Context: an optimization exercise on an open-source flow, tuned for small area. The choices shown serve that exercise and are no tape-out recipe.
Function was checked by simulation only, so behaviour that the tests miss may differ from the original.
Power and IR drop assume default switching activity.

### design/flow/config.mk
export PLATFORM = sky130hd
export DESIGN_NAME = tcam_mem_ctrl
export DESIGN_NICKNAME = tcam_mem_ctrl
export VERILOG_FILES = /design/flow/design.v
export SDC_FILE = /design/flow/constraint.sdc
export NUM_CORES = 8
export LEC_CHECK = 0
export CAP_MARGIN = 20
export CORE_MARGIN = 2
export CORE_UTILIZATION = 65
export CTS_BUF_LIST = sky130_fd_sc_hd__clkbuf_16
export CTS_CLUSTER_DIAMETER = 60
export CTS_CLUSTER_SIZE = 30
export PLACE_DENSITY = 0.75
export SLEW_MARGIN = 20
export SYNTH_HIERARCHICAL = 1
### design/flow/constraint.sdc
create_clock -name core_clock -period 10.0 [get_ports {in_clk}]
set_input_delay 2.0000 -clock core_clock [delete_from_list [all_inputs] [get_ports {in_clk}]]
set_output_delay 2.0000 -clock core_clock [all_outputs]
set_load 0.01 [all_outputs]
### design/flow/design.v
package tcam_mem_ctrl_pkg;
    localparam int KEY_W  = 28;
    localparam int SUB_W  = 7;
    localparam int BLOCKS = 4;
    localparam int RULES  = 64;
    localparam int WORD_W = 32;
    localparam int IDX_W  = 6;
    localparam int ENC_W = 2 * KEY_W;
endpackage
import tcam_mem_ctrl_pkg::*;
module tcam_aoi222 (input logic a1, a2, b1, b2, c1, c2, output logic y);
    assign y = ~((a1 & a2) | (b1 & b2) | (c1 & c2));
endmodule
module tcam_oai22 (input logic a1, a2, b1, b2, output logic y);
    assign y = ~((a1 | a2) & (b1 | b2));
endmodule
module tcam_nand4 (input logic a, b, c, d, output logic y);
    assign y = ~(a & b & c & d);
endmodule
module tcam_nand3 (input logic a, b, c, output logic y);
    assign y = ~(a & b & c);
endmodule
module tcam_nand2 (input logic a, b, output logic y);
    assign y = ~(a & b);
endmodule
module tcam_nor2 (input logic a, b, output logic y);
    assign y = ~(a | b);
endmodule
module tcam_mux2i (input logic a0, a1, s, output logic y);
    assign y = ~(s ? a1 : a0);
endmodule
module tcam_row_cmp (
    input  logic [KEY_W-1:0] k,
    input  logic [KEY_W-1:0] kn,
    input  logic [ENC_W-1:0] rule,
    output logic             gn
);
    logic [ENC_W-3:0] ln;
    always_comb
        for (int j = 0; j < KEY_W - 1; j++) begin
            ln[2*j]   = kn[j];
            ln[2*j+1] = k[j];
        end
    logic [17:0] y;
    for (genvar i = 0; i < 18; i++) begin : g_aoi
        tcam_aoi222 u (.a1(ln[3*i]),   .a2(rule[3*i]),
                       .b1(ln[3*i+1]), .b2(rule[3*i+1]),
                       .c1(ln[3*i+2]), .c2(rule[3*i+2]), .y(y[i]));
    end
    logic mm;
    tcam_oai22 u_b27 (.a1(k[27]), .a2(rule[55]), .b1(kn[27]), .b2(rule[54]),
                      .y(mm));
    logic [4:0] n;
    logic [2:0] p;
    tcam_nand4 u_n0 (.a(y[0]),  .b(y[1]),  .c(y[2]),  .d(y[3]),  .y(n[0]));
    tcam_nand4 u_n1 (.a(y[4]),  .b(y[5]),  .c(y[6]),  .d(y[7]),  .y(n[1]));
    tcam_nand4 u_n2 (.a(y[8]),  .b(y[9]),  .c(y[10]), .d(y[11]), .y(n[2]));
    tcam_nand4 u_n3 (.a(y[12]), .b(y[13]), .c(y[14]), .d(y[15]), .y(n[3]));
    tcam_nand2 u_n4 (.a(y[16]), .b(y[17]), .y(n[4]));
    tcam_nor2  u_p0 (.a(n[0]), .b(n[1]), .y(p[0]));
    tcam_nor2  u_p1 (.a(n[2]), .b(n[3]), .y(p[1]));
    tcam_nor2  u_p2 (.a(n[4]), .b(mm),   .y(p[2]));
    tcam_nand3 u_g  (.a(p[0]), .b(p[1]), .c(p[2]), .y(gn));
endmodule
module tcam_word_gen (
    input  logic [RULES-1:0]  g,
    input  logic [IDX_W-1:0]  s,
    output logic [WORD_W-1:0] word
);
    logic [62:0] l5;
    logic [46:0] l4;
    logic [38:0] l3;
    logic [34:0] l2;
    logic [32:0] l1;
    logic [31:0] l0;
    for (genvar i = 0; i < 63; i++) begin : g_l5
        tcam_mux2i u (.a0(g[i]), .a1(g[(i + 32) % 64]), .s(s[5]), .y(l5[i]));
    end
    for (genvar i = 0; i < 47; i++) begin : g_l4
        tcam_mux2i u (.a0(l5[i]), .a1(l5[i + 16]), .s(s[4]), .y(l4[i]));
    end
    for (genvar i = 0; i < 39; i++) begin : g_l3
        tcam_mux2i u (.a0(l4[i]), .a1(l4[i + 8]), .s(s[3]), .y(l3[i]));
    end
    for (genvar i = 0; i < 35; i++) begin : g_l2
        tcam_mux2i u (.a0(l3[i]), .a1(l3[i + 4]), .s(s[2]), .y(l2[i]));
    end
    for (genvar i = 0; i < 33; i++) begin : g_l1
        tcam_mux2i u (.a0(l2[i]), .a1(l2[i + 2]), .s(s[1]), .y(l1[i]));
    end
    for (genvar i = 0; i < 32; i++) begin : g_l0
        tcam_mux2i u (.a0(l1[i]), .a1(l1[i + 1]), .s(s[0]), .y(l0[i]));
    end
    assign word = l0;
endmodule
import tcam_mem_ctrl_pkg::*;
module tcam_mem_ctrl (
    input  logic              in_clk,
    input  logic              in_rstn,
    input  logic              in_upd_valid,
    output logic              out_upd_ready,
    input  logic [IDX_W-1:0]  in_upd_idx,
    input  logic [KEY_W-1:0]  in_upd_key,
    input  logic [KEY_W-1:0]  in_upd_care,
    input  logic              in_upd_en,
    input  logic              in_srch_valid,
    output logic              out_srch_ready,
    input  logic [KEY_W-1:0]  in_srch_key,
    output logic              out_rslt_valid,
    output logic [IDX_W-1:0]  out_rslt_pma,
    output logic              out_rslt_hit,
    output logic              out_busy,
    output logic              out_csb,
    output logic              out_web,
    output logic [3:0]        out_wmask,
    output logic [KEY_W-1:0]  out_addr,
    output logic [WORD_W-1:0] out_wdata,
    input  logic [IDX_W-1:0]  in_pma
);
    logic              idle, init;
    logic [2:0]        vld;
    logic              vld3;
    logic [2:0]        hp;
    logic [IDX_W-1:0]  t;
    logic [IDX_W-1:0]  idx;
    logic              pend;
    logic [ENC_W-1:0]  stg;
    logic [RULES-1:0][ENC_W-1:0] ring;
    logic upd_acc, srch_acc, last, ins;
    logic idle_n, init_n, csb_n, sweep_n;
    logic [KEY_W-1:0]  addr_n;
    logic [ENC_W-1:0]  new_enc, ins_val;
    logic [KEY_W-1:0]  kk, k, kn;
    logic [3:0]        en_b;
    logic [RULES-1:0]  gn;
    logic [WORD_W-1:0] wn, wdata_n;
    logic [IDX_W-1:0]  o_idx;
    logic [2*SUB_W-1:0] o_enc;
    logic              ovr;
    assign out_upd_ready  = idle;
    assign out_srch_ready = idle & ~in_upd_valid;
    assign out_busy       = ~idle;
    assign out_wmask      = 4'hF;
    assign out_rslt_valid = vld[2];
    assign out_rslt_pma   = in_pma;
    assign out_rslt_hit   = hp[2];
    assign out_web        = vld[0];
    assign upd_acc  = idle & in_upd_valid;
    assign srch_acc = idle & ~in_upd_valid & in_srch_valid;
    assign last     = (&out_addr[6:0]) & (&out_addr[9:8]) & (out_addr[7] | ~init);
    always_comb begin
        idle_n = idle;
        init_n = init;
        csb_n  = 1'b1;
        if (init) begin
            if (!out_csb && last) begin
                init_n = 1'b0;
                idle_n = 1'b1;
            end else
                csb_n = 1'b0;
        end else if (idle) begin
            if (upd_acc) begin
                idle_n = 1'b0;
                if (vld == '0)
                    csb_n = 1'b0;
            end else if (srch_acc)
                csb_n = 1'b0;
        end else begin
            if (out_csb) begin
                if ({vld3, vld} == '0)
                    csb_n = 1'b0;
            end else if (last)
                idle_n = 1'b1;
            else
                csb_n = 1'b0;
        end
        sweep_n = ~idle_n & ~init_n;
        addr_n = out_addr;
        if (srch_acc)
            addr_n = in_srch_key;
        else begin
            addr_n[KEY_W-1:10] = '0;
            if (out_csb | idle)
                addr_n[9:0] = {2'b00, idle ? in_upd_idx[5] : (~init & idx[5]), 7'd0};
            else begin
                addr_n[6:0] = out_addr[6:0] + 1'b1;
                if (init)
                    addr_n[9:7] = out_addr[9:7] + {2'b00, &out_addr[6:0]};
                else
                    addr_n[9:8] = out_addr[9:8] + {1'b0, &out_addr[6:0]};
            end
        end
    end
    always_comb begin
        for (int j = 0; j < KEY_W; j++) begin
            new_enc[2*j]   = in_upd_care[j] &  in_upd_key[j];
            new_enc[2*j+1] = in_upd_care[j] & ~in_upd_key[j];
            if (j % SUB_W == 0 && !in_upd_en) begin
                new_enc[2*j]   = 1'b1;
                new_enc[2*j+1] = 1'b1;
            end
        end
        new_enc[ENC_W-1:ENC_W-2] = ~new_enc[ENC_W-1:ENC_W-2];
    end
    assign ins = init | (pend & (t == ~idx));
    always_comb begin
        ins_val = stg;
        for (int b = 0; b < BLOCKS; b++) begin
            ins_val[2*SUB_W*b]   = stg[2*SUB_W*b]   | init;
            ins_val[2*SUB_W*b+1] = stg[2*SUB_W*b+1] | init;
        end
    end
    always_comb begin
        for (int b = 0; b < BLOCKS; b++)
            en_b[b] = ~sweep_n | (addr_n[9:8] == 2'(b));
        kk = addr_n;
        if (sweep_n)
            for (int b = 1; b < BLOCKS; b++)
                kk[SUB_W*b +: SUB_W] = addr_n[SUB_W-1:0];
        for (int j = 0; j < KEY_W; j++) begin
            k[j]  = en_b[j / SUB_W] &  kk[j];
            kn[j] = en_b[j / SUB_W] & ~kk[j];
        end
        k[KEY_W-1]  = ~k[KEY_W-1];
        kn[KEY_W-1] = ~kn[KEY_W-1];
    end
    for (genvar p = 0; p < RULES; p++) begin : g_row
        tcam_row_cmp u_cmp (.k(k), .kn(kn), .rule(ring[p]), .gn(gn[p]));
    end
    tcam_word_gen u_word_gen (
        .g    (gn),
        .s    ({t[5] ^ addr_n[7], t[4:0]}),
        .word (wn)
    );
    always_comb begin
        logic [SUB_W-1:0] mm;
        o_idx = upd_acc ? in_upd_idx : idx;
        o_enc = upd_acc ? new_enc[2*SUB_W-1:0] : stg[2*SUB_W-1:0];
        for (int j = 0; j < SUB_W; j++)
            mm[j] = (k[j] & o_enc[2*j+1]) | (kn[j] & o_enc[2*j]);
        ovr = ~|mm;
        for (int r = 0; r < WORD_W; r++)
            wdata_n[r] = ~init_n & (((upd_acc | pend) && o_idx[4:0] == 5'(r)) ? ovr : ~wn[r]);
    end
    always_ff @(posedge in_clk or negedge in_rstn) begin
        if (!in_rstn) begin
            idle    <= 1'b0;
            init    <= 1'b1;
            vld     <= '0;
            out_csb <= 1'b1;
        end else begin
            idle    <= idle_n;
            init    <= init_n;
            vld     <= {vld[1:0], srch_acc};
            out_csb <= csb_n;
        end
    end
    always_ff @(posedge in_clk) begin
        vld3      <= vld[2];
        hp        <= {hp[1:0], ~&gn};
        t         <= t + 1'b1;
        out_addr  <= addr_n;
        out_wdata <= wdata_n;
        if (upd_acc) begin
            idx <= in_upd_idx;
            stg <= new_enc;
        end
        if (upd_acc)
            pend <= 1'b1;
        else if (init || t == ~idx)
            pend <= 1'b0;
        ring[0] <= ins ? ins_val : ring[RULES-1];
        for (int p = 1; p < RULES; p++)
            ring[p] <= ring[p-1];
    end
endmodule
### design/flow/run.sh
#!/bin/bash
# synth_recipe.tcl (not shown) runs the flow's synth.tcl, then flattens the netlist and writes it again
# the make line also repeats each setting of config.mk as NAME=value (left out here)
make -C /OpenROAD-flow-scripts/flow DESIGN_CONFIG=/design/flow/config.mk WORK_HOME=/design/flow/orfs CLKGATE_MAP_FILE= SYNTH_SCRIPT=/design/flow/synth_recipe.tcl finish
==> reports/metrics.cfg <==
[outcome]
outcome=no timing/DRC/antenna violations

[sta]
post-route-period-util=0.814
layout_min_cycle_time_ns=8.14
drv_slew=0
skew_ns=0.0525
worst_pin_slew_ns=1.13
fin_setup_tns_ns=0
relSlewSlack=0.244
setup_slack_ns=1.86
rsz0062_at_grt=false
setup_viol=0
finalHoldViolations=0
max_freq_mhz=123

[clock_network]
ctsHoldBuffers=0
cts_setup_buffers=0
cts.clk_slew.worst_paths_ns=0.11
htreeDepth=4
clk_latency_ns=0.82
cts_buffers=162
cts_root_buf=clkbuf_16
cts.sinks=3723
cts_tree=yes
clk_path_buf_depth=3
ctsResizeCount=0

[floorplan]
core_region_area_mm2=0.148
die_x_um=389
initial_core_util=0.654
die_y_um=389
io_pins=178
die_area_mm2=0.152
fp-row-count=141

[critical_path]
critPathMostFrequentCell=mux2i_1
cp_cell_sequence=clkdlybuf4s50_1 -> nor2b_2 -> nand2_2 -> inv_2 -> a22oi_1 -> nor2_1 -> nor2_1 -> nor2_4 -> buf_4 -> a222oi_1 -> nand4_1 -> nor2_1 -> nand3_1 -> mux2i_1 -> mux2i_1 -> mux2i_1 -> mux2i_1 -> mux2i_1 -> mux2i_1 -> nand2_1 -> o211ai_1 -> o41ai_2
end_kind=flop
worstSetupPathType=in2reg
cp-start-kind=input pin
cp_slowest_cell=nor2_4
max_stage_delay_ns=0.75
path_max_fanout=33
critPathRequiredTime_ns=10.70
crit_arrival_ns=8.84

[global_route]
grt_max_degree=65
antenna_found_initial=5
grt.total_usage=0.313
grt_pass1_wl_mm=367
grt_overflow=0
first_global_vias=59268

[route]
wl_mm=244
drt-pass1-iter-count=9
ant_nets=0
drcViolationCount=0
wl_per_cell_um=27.8
dr_total_vias=58502
drt_first_iter_violations=9552
routed_via_density=6.66

[power]
p_leak_nw=39.6
vdd_ir_drop_max_v=0.000298
power_density_mw_per_mm2=241
p_total_w=0.0258

[layout]
area_growth_pct=10.8
multiInputGateArea_mm2=0.0215
regArea_mm2=0.0751
fin_cells=8788
drive_above_1_share=0.0738
insertedDiodeCount=0
num-nets-final=6868
num-fill-cells=9443

[placed_design]
place.gp.congestion=0.915
io_buffers=161
dpl_worst_slack_ns=1.25
dp_cells=8525
dp_hpwl_mm=168

[synthesis]
syn-cell-area_mm2=0.0965
synth_ff_type=dfxtp_1
ys_types=64
synth_edf_count=57
synth_cells=6383
ys_warn_count=8
ys_seq_area_frac=0.778
synth_seq_cells=3723
async_flop_share=0.00161
avgSynthCellArea_um2=15.1

[worst_hold_path]
worstHoldPathType=reg2reg

[job]
maxCapViolCount=0

## Yosys stat by module, one instance, submodules excluded, a selection
module,area [um^2],flip-flops and latches,cells
tcam_nand3,5.00,0,1
tcam_mem_ctrl,79200,3723,4342
tcam_oai22,6.26,0,1
tcam_mux2i,10.0,0,1
tcam_nand4,6.26,0,1
tcam_nor2,3.75,0,1
tcam_aoi222,10.0,0,1
tcam_nand2,3.75,0,1
## through the flow
step                      utilization  hold WS, ns  instance area [um^2]
after CTS                       0.724        0.321                107000
after floorplan                     -        0.310                 96500
after detailed placement        0.688        0.315                102000
after global routing            0.724        0.331                107000
after global placement          0.688        0.316                102000
final                           0.724        0.333                107000
## synth_stat cells (all sizes together) (6+ instances only)
cell,n,area share
o21ai,18,0.0010
nand4b,6,0.00054
nand2b,8,0.00052
nor2b,25,0.0016
nor3,18,0.00099
buf,26,0.0018
nor2,252,0.0098
a21oi,17,0.00088
nand3,104,0.0054
mux2i,270,0.028
clkbuf,26,0.0010
xnor2,8,0.00073
mux2,48,0.0056
o211ai,34,0.0026
nand2,154,0.0060
xor2,7,0.00064
o22ai,64,0.0041
o41ai,32,0.0052
and2,39,0.0025
inv,29,0.0011
dfxtp,3660,0.76
a222oi,1152,0.12
edfxtp,57,0.018
nand4,277,0.018
## critical path: cells and delay by family
kind | cells | cell delay [ns]
buffers and inverters | 3 | 1.62
muxes | 6 | 1.27
AOI/OAI and AO/OA | 4 | 0.89
and+or+nand+nor | 9 | 2.99
## power breakdown
part | internal (W) | total, W | switching (W)
Combinational | 0.000565 | 0.00272 | 0.00216
Sequential | 0.0150 | 0.0151 | 0.000115
Clock | 0.00335 | 0.00799 | 0.00464
## registers in the layout, indices dropped and copies added (netlist names)
register / count
hp: 3
idle: 1
idx: 6
init: 1
out_addr: 28
out_csb: 1
out_wdata: 32
pend: 1
ring: 3584
stg: 56
t: 6
vld: 3
vld3: 1
## layer usage
| metal | vias to the layer above | part of all wire | global-route usage |
|---|---|---|---|
| met3 | 421 | 0.072 | 0.0570 |
| li1 | 26239 | - | - |
| met1 | 29433 | 0.40 | 0.403 |
| met5 | - | 0.00015 | 0 |
| met2 | 2403 | 0.49 | 0.534 |
| met4 | 6 | 0.033 | 0.105 |
## cells in the final DEF, fill, tap and decap left out, types with 7 or more instances in the layout
master and count:
clkinv_1 10, nand4_1 277, a222oi_1 1152, nor2b_1 23
buf_4 96, clkdlybuf4s50_1 161, a21oi_4 7, o21ai_1 8
o211ai_1 34, xor2_1 7, mux2_2 48, nor3_2 13
o22ai_1 64, o41ai_2 30, inv_6 16, clkinv_2 7
dfxtp_1 3655, inv_8 11, o21ai_0 7, clkbuf_16 168
xnor2_1 7, clkinv_4 11, nor2_1 218, inv_1 36
and2_1 39, nand2b_1 7, mux2i_1 269, nand2_1 153
a21oi_1 7, edfxtp_1 57, nand3_1 103, nor2_4 34
## worst paths after layout
path,from,end,slack (ns),cells past startpoint
hold reg to reg,ring[2995]$_DFF_P_,ring[3051]$_DFF_P_,0.33,0
hold / removal,ring[2995]$_DFF_P_,ring[3051]$_DFF_P_,0.33,0
setup / recovery,in_upd_valid,out_wdata[7]$_DFF_P_,1.86,22
min in group asynchronous,in_rstn,vld[2]$_DFF_PN0_,1.40,1
setup reg to reg,out_addr[0]$_DFF_P_,out_wdata[20]$_DFF_P_,2.75,26
max in group asynchronous,in_rstn,out_csb$_DFF_PN1_,8.32,1
## cell families (layout without fill, tap and decap cells)
group / count (synthesis) / count (layout) / synth area share
AOI/OAI and AO/OA: 1340 / 1340 / 0.135
muxes: 318 / 318 / 0.0336
adders and majority gates: 5 / 5 / 0.000648
buffers and inverters: 82 / 554 / 0.00397
xor gates and xnor gates: 15 / 15 / 0.00136
and+or+nand+nor: 899 / 899 / 0.0466
other: 1 / 4 / 0.0000388
DFF: 3723 / 3723 / 0.778
## area by class of cell
type	count	share of cell area
Sequential cell	3723	0.703
Tap cell	1930	0.0226
Clock inverter	92	0.0100
Clock buffer	168	0.0393
Multi-Input combinational cell	2581	0.201
Timing Repair Buffer	264	0.0232
Inverter	30	0.00106

## afterwards: timing with drivers on the ports
The results above use ideal ports. As a check the final layout listed here was re-extracted and re-timed, cells and wires unchanged. Step 1 (the two cells are an assumption about what drives the block):
set clk [get_ports {in_clk}]
set_driving_cell -lib_cell sky130_fd_sc_hd__clkbuf_16 $clk
set_driving_cell -lib_cell sky130_fd_sc_hd__buf_2 [delete_from_list [all_inputs] $clk]
Step 2 times the ports against the registers' clock, not the clock port: input delays grow and output delays shrink by t, the midpoint of the rising clock arrivals with the driver on. Slacks: ideal ports / drivers / drivers and shift; pairs: ideal ports / drivers.
t (ns): 0.882
setup slack, ns: 1.859 / 1.918 / 1.036
worst setup path after step 2: input to register
worst data-port slew with drivers (ns): 0.06
pins driven straight from the clock port: 1
After both steps this run still meets setup and hold. The setup slack of this run moves by +0.059 ns with the drivers and by -0.823 ns with both steps.
